Background: an optimization exercise with open tools, aiming at small area. Do not read the settings as production practice. Function was checked by simulation only, so behaviour that the tests miss may differ from the original. Power is estimated from default activity; no workload was simulated.

==> flow/design.v <==
module ram_sp_clr #(
  parameter int DATA_WIDTH    = 16,
  parameter int ADDRESS_WIDTH = 8,
  parameter int DEPTH         = 1 << ADDRESS_WIDTH,
  parameter int BYTE_WIDTH    = 8,
  parameter int READ_LATENCY  = 1,
  parameter logic [DATA_WIDTH-1:0] CLEAR_VALUE = '0
) (
  input  logic clock,
  input  logic reset_n,
  input  logic Write_Enable,
  input  logic [ADDRESS_WIDTH-1:0] write_address,
  input  logic [DATA_WIDTH/BYTE_WIDTH-1:0] Byte_Enable,
  input  logic [DATA_WIDTH-1:0] DATA_WRITE,
  input  logic Read_Enable,
  input  logic [ADDRESS_WIDTH-1:0] read_address,
  output logic [DATA_WIDTH-1:0] DATA_READ,
  output logic Read_Valid,
  input  logic Clear_Start,
  output logic Busy
);
  localparam int NUM_BYTES = DATA_WIDTH / BYTE_WIDTH;
  localparam logic [ADDRESS_WIDTH-1:0] LAST_ADDR =
    ADDRESS_WIDTH'(DEPTH - 1);
  localparam logic [ADDRESS_WIDTH:0] DEPTH_W =
    (ADDRESS_WIDTH+1)'(DEPTH);
  typedef enum logic {
    CLEAR,
    READY
  } state_t;
  state_t state;
  state_t state_nxt;
  logic [ADDRESS_WIDTH-1:0] cnt;
  logic [ADDRESS_WIDTH-1:0] cnt_nxt;
  logic sweep_we;
  logic [DATA_WIDTH-1:0] mem [DEPTH];
  logic wr_in;
  logic rd_in;
  logic wr_go;
  logic rd_go;
  logic [DATA_WIDTH-1:0] rd_word;
  logic s1_valid;
  logic [DATA_WIDTH-1:0] s1_data;
  logic out_go;
  logic [DATA_WIDTH-1:0] out_word;
  assign Busy  = (state == CLEAR);
  assign wr_in = ({1'b0, write_address} < DEPTH_W);
  assign rd_in = ({1'b0, read_address} < DEPTH_W);
  assign wr_go = Write_Enable && !Busy && wr_in;
  assign rd_go = Read_Enable && !Busy;
  always_ff @(posedge clock or negedge reset_n) begin
    if (!reset_n) begin
      state <= CLEAR;
      cnt   <= '0;
    end else begin
      state <= state_nxt;
      cnt   <= cnt_nxt;
    end
  end
  always_comb begin
    state_nxt = state;
    cnt_nxt   = cnt;
    sweep_we  = 1'b0;
    unique case (state)
      CLEAR: begin
        sweep_we = 1'b1;
        if (cnt == LAST_ADDR) begin
          state_nxt = READY;
          cnt_nxt   = '0;
        end else begin
          cnt_nxt = cnt + 1'b1;
        end
      end
      READY: begin
        if (Clear_Start) begin
          state_nxt = CLEAR;
          cnt_nxt   = '0;
        end
      end
      default: begin
        state_nxt = CLEAR;
        cnt_nxt   = '0;
      end
    endcase
  end
  always_ff @(posedge clock) begin
    if (sweep_we) begin
      mem[cnt] <= CLEAR_VALUE;
    end else if (wr_go) begin
      for (int i = 0; i < NUM_BYTES; i++) begin
        if (Byte_Enable[i]) begin
          mem[write_address][i*BYTE_WIDTH +: BYTE_WIDTH] <=
            DATA_WRITE[i*BYTE_WIDTH +: BYTE_WIDTH];
        end
      end
    end
  end
  always_comb begin
    rd_word = CLEAR_VALUE;
    if (rd_in) begin
      rd_word = mem[read_address];
    end
    if (wr_go && (write_address == read_address)) begin
      for (int i = 0; i < NUM_BYTES; i++) begin
        if (Byte_Enable[i]) begin
          rd_word[i*BYTE_WIDTH +: BYTE_WIDTH] =
            DATA_WRITE[i*BYTE_WIDTH +: BYTE_WIDTH];
        end
      end
    end
  end
  always_ff @(posedge clock or negedge reset_n) begin
    if (!reset_n) begin
      s1_valid <= 1'b0;
      s1_data  <= '0;
    end else begin
      s1_valid <= rd_go;
      if (rd_go) begin
        s1_data <= rd_word;
      end
    end
  end
  assign out_go   = (READ_LATENCY == 2) ? s1_valid : rd_go;
  assign out_word = (READ_LATENCY == 2) ? s1_data : rd_word;
  always_ff @(posedge clock or negedge reset_n) begin
    if (!reset_n) begin
      Read_Valid <= 1'b0;
      DATA_READ  <= '0;
    end else begin
      Read_Valid <= out_go;
      if (out_go) begin
        DATA_READ <= out_word;
      end
    end
  end
endmodule
==> flow/run.sh <==
#!/bin/bash
# synth_recipe.tcl (not shown) runs the flow's synth.tcl, then flattens the netlist and writes it again
# the make line also repeats each setting of config.mk as NAME=value (left out here)
make -C /OpenROAD-flow-scripts/flow DESIGN_CONFIG=/design/flow/config.mk WORK_HOME=/design/flow/orfs CLKGATE_MAP_FILE= SYNTH_SCRIPT=/design/flow/synth_recipe.tcl finish
==> flow/config.mk <==
export PLATFORM = sky130hd
export DESIGN_NAME = ram_sp_clr
export DESIGN_NICKNAME = ram_sp_clr
export VERILOG_FILES = /design/flow/design.v
export SDC_FILE = /design/flow/constraint.sdc
export NUM_CORES = 4
export LEC_CHECK = 0
export CAP_MARGIN = 20
export CORE_MARGIN = 2
export CORE_UTILIZATION = 45
export SLEW_MARGIN = 20
==> flow/constraint.sdc <==
create_clock -name core_clock -period 6.5 [get_ports {clock}]
set_input_delay 1.3000 -clock core_clock [delete_from_list [all_inputs] [get_ports {clock}]]
set_output_delay 1.3000 -clock core_clock [all_outputs]
set_load 0.01 [all_outputs]
==> qor.yml, run 1 <==
setup_path:
  required_ns: 7.06
  cp-end-kind: "flop"
  r2r_cells: 6
  crit_path_cell_trace: "clkdlybuf4s50_1, o211a_1, buf_4, o31ai_2, nand3_1, nor2_1"
  reg2reg_from: "state"
  worstPathMaxFanout: 27
  cp.depth: 6
  worst_path_largest_cell_delay_ns: 0.96
  cp_num_buf_inv: 2
  worstSetupPathType: "input port to flop"
  arrival_ns: 5.43
  critPathSlowestCell: "o31ai_2"
  r2r_end: "mem[221][0]"
  r2r_slack_ns: 1.93
  cp_top_family: "simple AND/OR/NAND/NOR gates"
  startpoint_type: "input port"
timing:
  clock_skew_ns: 0.07666
  rsz0062_at_grt: "no"
  setup-violations-final: 0
  slew_headroom: 0.1849
  tightest_slew_ns: 1.218
  hold_viol: 0
  drv_slew: 0
  hold_ws_ns: 0.5160
  period_share: 0.7486
  fin_crit_ns: 4.866
  timing.fmax_ghz: 0.2055
  setup_tns_ns: 0
die:
  initial_utilization: 0.4526
  die_h_um: 599.8
  dieArea_um2: 359800
  pin_count: 57
  rows: 218
  coreArea_um2: 353000
  fp.dieW_um: 599.8
yosys:
  synth_commonest_cells: "4096 x edfxtp_1, 999 x mux4_2, 554 x nor2_1"
  yosysTopAreaCell: "edfxtp_1"
  yosysMostFrequentCell: "edfxtp_1"
  syn_nets: 7455
  yosys.area_share.adder: 0.00007832
  synth_edf_count: 4096
  synth_top_family_by_area: "multiplexers"
  synth_cells: 7415
  netlist_area_um2: 159700
  synthSimpleGateAreaFrac: 0.02780
  synth_cell_types: 62
  synth_seq_cells: 4122
  synth_compound_area_frac: 0.02148
  synthTopCellsByArea: "edfxtp_1 77%, mux4_2 14%, mux2i_1 1.7%, nor2_1 1.3%, o22ai_1 0.69%"
  asyncSetResetFlopFracSynth: 0.006308
  ys.flop_type: "edfxtp_1"
  synth_top_area_frac: 0.7699
  synth_xor_area_frac: 0.0004386
  synthMuxAreaShare: 0.1604
  synth_area_per_cell_um2: 21.54
  synth-seq-area-share: 0.7740
  yosys_warnings: 1
finish:
  area_growth_pct: 12.34
  drive_gt1_frac: 0.2369
  ff_latch_area_um2: 123600
  multi_input_area_um2: 33860
  fillers: 27530
  fin_nets: 7673
clock_network:
  cts_root_buffer: "clkbuf_16"
  cts_tree: "yes"
  postCtsResizedCells: 0
  clk_latency_ns: 0.98
  ctsHoldBuffers: 0
  clockBufferDepth: 4
  cts_setup_buffers: 0
  htreeDepth: 5
  clock-sinks: 4122
  cts_buffers: 419
  cts.reportedPaths.clkPinSlew_ns: 0.06
power_and_ir_drop:
  power.total_mw: 56.73
  power.density_nw_per_um2: 316.1
  static-leakage-power_nw: 55.85
  irDropWorstVdd_mv: 0.2402
routing:
  drtIter0Drc: 9005
  wl_met2_um: 194500
  via_per_inst: 6.014
  wl_per_cell_um: 31.67
  wl_um: 402600
  route.top_layer_used: "met5"
  dr_wl_met3_um: 31310
  vias: 76460
  first_pass_iters: 5
  drt-met1-wl_um: 161400
  ant_nets: 0
  drc: 0
min_path:
  hold_end: "DATA_READ[1]"
  min_path_type: "flop to flop"
  worstHoldStart: "DATA_READ[1]"
  hold_depth: 2
run:
  cap_viol_max_count: 0
global_routing:
  grt_pass1_wl_um: 574800
  grt_pass1_vias: 77390
  grtUsageTotal: 0.2232
  grt_overflow: 0
  grt_max_degree: 185
  grt_antenna_before_repair: 21
run_status:
  status: "timing/DRC/antenna clean"
placement:
  place.gp.congestion: 0.9047
  port_buffers: 56
  hpwl_um: 244300
==> area by class of cell <==
class | instances | area share
Antenna cell | 8 | 0.0001116
Clock inverter | 241 | 0.01285
Sequential cell | 4122 | 0.6890
Clock buffer | 522 | 0.06185
Tap cell | 4730 | 0.03298
Multi-Input combinational cell | 2845 | 0.1887
Inverter | 4 | 0.00009761
Timing Repair Buffer | 241 | 0.01443
==> per-stage QoR <==
stage	utilization	setup WS, ns	instances	area, µm²
final	0.5084	1.634	12710	179500
after global routing	0.5084	1.571	12710	179500
after CTS	0.5084	1.775	12710	179400
after detailed placement	0.4704	0.7688	11940	166000
after global placement	0.4704	0.3489	11940	166000
after floorplan	-	0.2903	7415	159700
==> how the worst max path moves through the flow <==
| stage | slack (ns) | end | from |
|---|---|---|---|
| finish | 1.63 | mem[31][6] | Byte_Enable[0] |
| global route | 1.57 | mem[157][12] | Byte_Enable[0] |
| CTS | 1.77 | mem[189][3] | Byte_Enable[0] |
| detailed placement | 0.77 | mem[189][6] | Byte_Enable[0] |
| global placement | 0.35 | mem[122][0] | Byte_Enable[0] |
| floorplan | 0.29 | mem[0][10] | Byte_Enable[0] |
==> cell families (layout without fill, tap and decap cells) <==
family | Yosys count | after routing
multiplexers | 1307 | 1307
AO/OA/AOI/OAI | 513 | 513
flip-flops | 4122 | 4122
other | 0 | 8
buffers and inverters | 448 | 1008
AND/OR/NAND/NOR | 1016 | 1016
adder cells (fa/ha/maj) | 1 | 1
XOR/XNOR | 8 | 8
==> metal layers <==
layer	track usage	vias to the layer above
met5	0	-
li1	-	31550
met4	0.07705	4
met1	0.3108	40970
met2	0.3574	3277
met3	0.04000	655
==> worst reg2reg max path, stage by stage, from the launching register on <==
cell,delay (ns)
dfrtp_1,0.75
o211a_1,0.46
buf_4,0.42
nand3b_1,0.12
nand2_1,0.48
nand3_1,0.86
nor2_1,1.04
==> power breakdown <==
part	switching [mW]	total, mW	internal (mW)
combinational	2.51	3.66	1.15
sequential	0.170	29.5	29.3
clock	10.0	23.6	13.6
total	12.7	56.7	44.0
==> state kept, by name, summed over array words and instances (netlist names) <==
name        count
DATA_READ      16
Read_Valid      1
cnt             8
mem          4096
state           1
==> cells in the final DEF (no fill, tap or decap), types with 17 or more instances in the layout <==
master and instances:
a22o_1 21, clkinvlp_4 17, mux2i_1 270, o21ai_0 61, bufinv_16 37, a22oi_1 35, mux2_2 38, buf_4 135
mux4_2 999, nor2_1 554, nand4_1 18, a211oi_1 36, clkbuf_1 87, nand3_1 63, o211ai_1 35, clkinv_2 75
nand2_1 156, nor3_1 69, nor4_1 33, buf_12 50, o21a_1 20, dfrtp_1 26, o22ai_1 176, clkinv_1 88
edfxtp_1 4096, clkbuf_16 425, a21oi_1 44, clkdlybuf4s50_1 48
==> run 2, diff against run 1 <==
==> flow/design.v (replaced) <==
module ram_sp_clr (
  input  logic        clock,
  input  logic        reset_n,
  input  logic        Write_Enable,
  input  logic [7:0]  write_address,
  input  logic [1:0]  Byte_Enable,
  input  logic [15:0] DATA_WRITE,
  input  logic        Read_Enable,
  input  logic [7:0]  read_address,
  output logic [15:0] DATA_READ,
  output logic        Read_Valid,
  input  logic        Clear_Start,
  output logic        Busy
);
  logic [7:0] cnt;
  always_ff @(posedge clock or negedge reset_n) begin
    if (!reset_n) begin
      Busy <= 1'b1;
      cnt  <= '0;
    end else if (Busy) begin
      cnt <= cnt + 1'b1;
      if (cnt == 8'hff) Busy <= 1'b0;
    end else if (Clear_Start) begin
      Busy <= 1'b1;
    end
  end
  logic [1:0] phase;
  always_ff @(posedge clock or negedge reset_n) begin
    if (!reset_n) phase <= '0;
    else          phase <= phase + 1'b1;
  end
  logic ph, pn;
  assign ph = phase[0];
  assign pn = phase[1];
  logic wr_go, rd_go;
  assign wr_go = Write_Enable & ~Busy;
  assign rd_go = Read_Enable & ~Busy;
  logic c_now;
  assign c_now = wr_go & (write_address[0] ^ ph);
  logic        s1_v;
  logic [6:0]  s1_k;
  logic [1:0]  s1_be;
  logic [15:0] s1_d;
  always_ff @(posedge clock) begin
    s1_v  <= wr_go & ~(write_address[0] ^ ph);
    s1_k  <= write_address[7:1];
    s1_be <= Byte_Enable;
    s1_d  <= DATA_WRITE;
  end
  logic [1:0] c_l, s_l;
  logic       same_ring;
  assign same_ring = (write_address[7:1] == s1_k);
  assign c_l = {2{c_now}} & Byte_Enable;
  assign s_l = {2{s1_v & ~Busy}} & s1_be & ~({2{same_ring}} & c_l);
  logic [15:0] dc, ds;
  assign dc = (DATA_WRITE & {16{~Busy}}) ^ {16{pn}};
  assign ds = s1_d ^ {16{pn}};
  logic [15:0] slot0 [128];
  logic [15:0] slot1 [128];
  for (genvar k = 0; k < 128; k++) begin : g_ring
    logic [1:0] sc, ss, sp;
    logic [15:0] sc16, ss16, sp16;
    assign sc = {2{Busy}} | (c_l & {2{write_address[7:1] == k}});
    assign ss = s_l & {2{s1_k == k}};
    assign sp = ~(sc | ss);
    assign sc16 = {{8{sc[1]}}, {8{sc[0]}}};
    assign ss16 = {{8{ss[1]}}, {8{ss[0]}}};
    assign sp16 = {{8{sp[1]}}, {8{sp[0]}}};
    always_ff @(posedge clock) begin
      slot0[k] <= ~((sc16 & dc) | (ss16 & ds) | (sp16 & slot1[k]));
      slot1[k] <= slot0[k];
    end
  end
  logic [7:0]   ridx;
  logic [255:0] rsel;
  logic [15:0]  rd_mem, rd_word;
  logic         rpol;
  assign ridx = {read_address[7:1], read_address[0] ^ ph};
  assign rpol = pn ^ (read_address[0] & ph);
  always_comb begin
    rsel = '0;
    rsel[ridx] = 1'b1;
    rd_mem = '0;
    for (int i = 0; i < 128; i++) begin
      rd_mem = rd_mem | (slot0[i] & {16{rsel[2*i]}})
                      | (slot1[i] & {16{rsel[2*i+1]}});
    end
    rd_word = rd_mem ^ {16{rpol}};
    if (s1_v && ({s1_k, ~ph} == read_address)) begin
      if (s1_be[0]) rd_word[7:0]  = s1_d[7:0];
      if (s1_be[1]) rd_word[15:8] = s1_d[15:8];
    end
    if (wr_go && (write_address == read_address)) begin
      if (Byte_Enable[0]) rd_word[7:0]  = DATA_WRITE[7:0];
      if (Byte_Enable[1]) rd_word[15:8] = DATA_WRITE[15:8];
    end
  end
  always_ff @(posedge clock or negedge reset_n) begin
    if (!reset_n) begin
      Read_Valid <= 1'b0;
      DATA_READ  <= '0;
    end else begin
      Read_Valid <= rd_go;
      if (rd_go) DATA_READ <= rd_word;
    end
  end
endmodule
==> qor.yml, run 2 <==
yosys:
  synth_edf_count: 0  # was 4096
  asyncSetResetFlopFracSynth: 0.006747  # was 0.006308
  ys.flop_type: "dfxtp_1"  # was edfxtp_1
  synthTopCellsByArea: "dfxtp_1 57%, o22ai_1 9.1%, a21oi_1 8.8%, a22oi_1 4.2%, clkbuf_1 3.0%"  # was edfxtp_1 77%, mux4_2 14%, mux2i_1 1.7%, nor2_1 1.3%, o22ai_1 0.69%
  synth_cell_types: 96  # was 62
  yosysTopAreaCell: "dfxtp_1"  # was edfxtp_1
  synth_top_area_frac: 0.5690  # was 0.7699
  synth_seq_cells: 4150  # was 4122
  synth_cells: 14690  # was 7415
  synth-seq-area-share: 0.5738  # was 0.7740
  syn_nets: 14740  # was 7455
  yosysMostFrequentCell: "dfxtp_1"  # was edfxtp_1
  netlist_area_um2: 145000  # was 159700 µm²
  synth_commonest_cells: "4122 x dfxtp_1, 2543 x a21oi_1, 2112 x o22ai_1"  # was 4096 x edfxtp_1, 999 x mux4_2, 554 x nor2_1
  synth_area_per_cell_um2: 9.871  # was 21.54 µm²
  yosys_warnings: 3  # was 1
placement:
  hpwl_um: 1025000  # was 244300 µm
  place.gp.congestion: 1.382  # was 0.9047
  port_buffers: 56  # unchanged
  dpl.cell_count: 20320  # was 11940
  pre_cts_ws_ns: -1.624  # was 0.7688 ns
clock_network:
  cts_root_buffer: "clkbuf_16"  # unchanged
  htreeDepth: 5  # unchanged
  clockBufferDepth: 4  # unchanged
  clock-sinks: 4150  # was 4122
  cts_buffers: 418  # was 419
run_status:
  stop_stage: "global routing (5_1_grt)"
  error: "[ERROR GRT-0116] Global routing finished with congestion. Check the congestion regions in the DRC Viewer."
  status: "stopped before the end"  # was timing/DRC/antenna clean
die:
  die_h_um: 571.7  # was 599.8 µm
  rows: 208  # was 218
  initial_utilization: 0.4520  # was 0.4526
  fp.dieW_um: 571.7  # was 599.8 µm
  pin_count: 57  # unchanged
global_routing:
  grt_max_degree: 105
  grt_pass1_vias: 192200
  grt_pass1_wl_um: 2066000
  grt_overflow: 4776
  grtUsageTotal: 0.9105
[run 2: timing repair]
item,CTS
gates resized for setup,10
gates cloned,0
pin swaps,5
endpoints found under the setup margin,8
hold buffers,0
setup buffers,2
[run 2: kinds of logic after synthesis]
group                    Yosys count  synth area share
adder cells (fa/ha/maj)            6         0.0005176
XOR/XNOR                          81          0.004943
buffers and inverters           1393           0.03730
AND/OR/NAND/NOR                 2062           0.07197
multiplexers                      60          0.004270
AO/OA/AOI/OAI                   6941            0.3072
flip-flops                      4150            0.5738
[run 2: worst min-delay path by stage]
stage | slack (ns) | end | cells past startpoint | start
after CTS | 0.33 | slot1[114][0] | 0 | slot0[114][0]
after detailed placement | 0.33 | slot1[104][5] | 0 | slot0[104][5]
after floorplan | 0.32 | slot1[121][7] | 0 | slot0[121][7]
after global placement | 0.32 | slot1[72][6] | 0 | slot0[72][6]
[run 2: per-stage QoR]
| step | util | instance area (µm²) |
|---|---|---|
| 2_1_floorplan | - | 145000 |
| 3_3_place_gp | 0.5384 | 172800 |
| 3_5_place_dp | 0.5389 | 172900 |
| 4_1_cts | 0.5862 | 188100 |
[run 2: layer usage]
metal  track usage  overflow
met1        0.9091       331
met2        0.9867      2565
met3        0.8471       335
met4        0.9011      1500
met5        0.6958        45
[run 2: power by group through the flow]
stage	sequential, mW	clock [mW]	combinational, mW
after floorplan	26.1	0	1.05
after global placement	26.2	0	3.81
after detailed placement	26.2	0	3.82
after CTS	25.6	26.6	3.84

[what the ideal ports hide]
In the flow no input, the clock included, has a driving cell. The finished layout below was timed again as built, in two steps.
Step 1 assumes that a clkbuf_16 drives the clock port and a buf_2 every other input.
Step 2, shift: input delay + t, output delay - t, t = (earliest + latest rising clock arrival at the registers) / 2. This alone moves slack from input paths to output paths.
a / b / c = ideal ports / drivers / drivers and shift; a / b = the first two.
run: run 1
shift t [ns]: 1.048
setup slack, ns: 1.634 / 1.555 / 0.506
hold slack, ns: 0.516 / 0.516 / 0.516
worst register clock-pin slew, ns: 0.07 / 0.07
After both steps run 1 still meets setup and hold. The setup slack of run 1 moves by -0.079 ns with the drivers and by -1.128 ns with both steps.
